Context: an optimization exercise on an open-source flow, tuned for small area, a short achievable clock period and few clock cycles per item. The choices shown serve that exercise and are no tape-out recipe.
The RTL was checked by simulation tests, not by an equivalence proof against the original design.
Power is estimated from default activity; no workload was simulated.

==> flow/design.v (excerpt) <==
module marching_squares_cell_classifier_unit (
  input  logic                clk,
  input  logic                rst_n,
  input  logic                cfg_we,
  input  logic [1:0]          cfg_index,
  input  logic [THR_W-1:0]    cfg_data,
  input  logic                in_valid,
  output logic                in_ready,
  input  logic [7:0]          in_red,
  input  logic [7:0]          in_green,
  input  logic [7:0]          in_blue,
  input  logic                in_frame_start,
  output logic                out_valid,
  input  logic                out_ready,
  output logic [9:0]          out_cell_x,
  output logic [9:0]          out_cell_y,
  output logic [2:0]          out_level,
  output logic [3:0]          out_case_code,
  output logic                out_last
);
  logic [THR_W-1:0]  thresholds_r;
  logic [LVL_W-1:0]  lvl_last_r;    
  logic              lvl_one_r;     
  logic [RW_W-1:0]   row_width_r;
  ...
export LEC_CHECK = 0
export ABC_CLOCK_PERIOD_IN_PS = 2500
export CAP_MARGIN = 20
export CORE_MARGIN = 2
export CORE_UTILIZATION = 62
export CTS_BUF_LIST = sky130_fd_sc_hd__clkbuf_16
export CTS_CLUSTER_DIAMETER = 75
export CTS_CLUSTER_SIZE = 30
export SETUP_SLACK_MARGIN = 5
export SLEW_MARGIN = 20
export SYNTH_MEMORY_MAX_BITS = 16384
create_clock -name core_clock -period 8.0 [get_ports {clk}]
run.sh (not shown) runs the stock make flow with config.mk's settings and CLKGATE_MAP_FILE= SYNTH_SCRIPT=/design/flow/synth_recipe.tcl, a recipe that flattens the netlist after the stock synthesis.
The first run finished with timing, DRC and antenna clean.
Testbench counts at the start, summed over its fixed seeds: cycles 89,986, results 87,749.
Edit:
--- a/flow/design.v
+++ b/flow/design.v
@@ -214,22 +214,19 @@
     b_k[1] = two_r & two_g & two_b;
     b_k[0] = (one_r & one_g & one_b)
            | (two_r & !two_g & !two_b & (one_g | one_b))
            | (!two_r & two_g & !two_b & (one_r | one_b))
            | (!two_r & !two_g & two_b & (one_r | one_g))
            | (two_r & two_g & !two_b)
            | (two_r & !two_g & two_b)
            | (!two_r & two_g & two_b);
   end
-  logic [6:0] q_s, q_c;
-  assign q_s    = b_qr_r ^ b_qg_r ^ b_qb_r;
-  assign q_c    = (b_qr_r & b_qg_r) | (b_qr_r & b_qb_r) | (b_qg_r & b_qb_r);
-  assign b_gray = GRAY_W'(q_s) + {q_c, b_k[0] | b_k[1]} + GRAY_W'(b_k[1]);
+  assign b_gray = GRAY_W'(b_qr_r) + GRAY_W'(b_qg_r) + GRAY_W'(b_qb_r) + GRAY_W'(b_k);
   logic [COL_W-1:0] d_x_r;
   logic [ROW_W-1:0] d_y_r;
   logic             start_r;
   logic             x_first;
   logic             x_end;
   logic             x_over;
   logic             y_first;
   logic [COL_W-1:0] x_m1;
   logic [ROW_W-1:0] y_m1;
The changed run finished clean.
Setup slack gets better by 43 ps.
Synthesized cell count went down by about 0.37%.
Flip-flop and latch count stays the same.
Area after synthesis barely changes.
Hold slack is about the same.
Testbench counts after the change, summed over its fixed seeds: cycles 89,986, results 87,749.

--- another note on this design; it stands on its own ---

## marching_squares_cell_classifier_unit
module marching_squares_cell_classifier_unit (
  input  logic                clk,
  input  logic                rst_n,
  input  logic                cfg_we,
  input  logic [1:0]          cfg_index,
  input  logic [THR_W-1:0]    cfg_data,
  input  logic                in_valid,
  output logic                in_ready,
  input  logic [7:0]          in_red,
  input  logic [7:0]          in_green,
  input  logic [7:0]          in_blue,
  input  logic                in_frame_start,
  output logic                out_valid,
  input  logic                out_ready,
  output logic [9:0]          out_cell_x,
  output logic [9:0]          out_cell_y,
  output logic [2:0]          out_level,
  output logic [3:0]          out_case_code,
  output logic                out_last
);
make LEC_CHECK=0 ABC_AREA=1 ABC_CLOCK_PERIOD_IN_PS=2500 CAP_MARGIN=20 CORE_MARGIN=2 CORE_UTILIZATION=66 CTS_BUF_LIST=sky130_fd_sc_hd__clkbuf_16 CTS_CLUSTER_DIAMETER=75 CTS_CLUSTER_SIZE=30 SETUP_SLACK_MARGIN=5 SLEW_MARGIN=20 SYNTH_MEMORY_MAX_BITS=16384 finish   # period 8.0 ns
run.sh (not shown) runs the stock make flow with config.mk's settings and CLKGATE_MAP_FILE= SYNTH_SCRIPT=/design/flow/synth_recipe.tcl, a recipe that flattens the netlist after the stock synthesis.
The first run completed with no timing, DRC or antenna violations.
Testbench counts at the start, summed over its fixed seeds: cycles 89,986, results 87,749.
Change:
Settings changed: CORE_UTILIZATION 66 to 62.
What happened: Total power shrinks by 1.0%; clock skew shrinks by 0.0034 ns; sequential power stays flat; count of clock-buffer cells in the layout stays the same; sequential share of layout area is about the same.

## what the ideal ports hide
The flow's constraints put no driver on any port. The routed layouts listed below were extracted and timed again, unchanged, in two steps.
Step 1 (the two cells are an assumption about what drives the block):
set clk [get_ports {clk}]
set_driving_cell -lib_cell sky130_fd_sc_hd__clkbuf_16 $clk
set_driving_cell -lib_cell sky130_fd_sc_hd__buf_2 [delete_from_list [all_inputs] $clk]
Step 2, shift: input delay + t, output delay - t, t = (earliest + latest rising clock arrival at the registers) / 2. This alone moves slack from input paths to output paths.
Slacks: no drivers / after step 1 / after step 2; pairs: no drivers / after step 1.
| run | t, ns | setup slack, ns | worst register clock-pin slew, ns |
|---|---|---|---|
| the first run of note 1 | 0.774 | 4.905 / 4.836 / 4.291 | 0.11 / 0.11 |
| the second run of note 1 | 0.766 | 4.949 / 4.938 / 4.311 | 0.11 / 0.11 |
| the first run of note 2 | 0.778 | 4.967 / 4.891 / 4.302 | 0.11 / 0.11 |
| the second run of note 2 | 0.778 | 4.957 / 4.888 / 4.313 | 0.11 / 0.11 |
After both steps setup and hold are still met in every run listed. The setup slack of the first run of note 2, which loses most, moves by -0.076 ns with the drivers and by -0.665 ns with both steps.
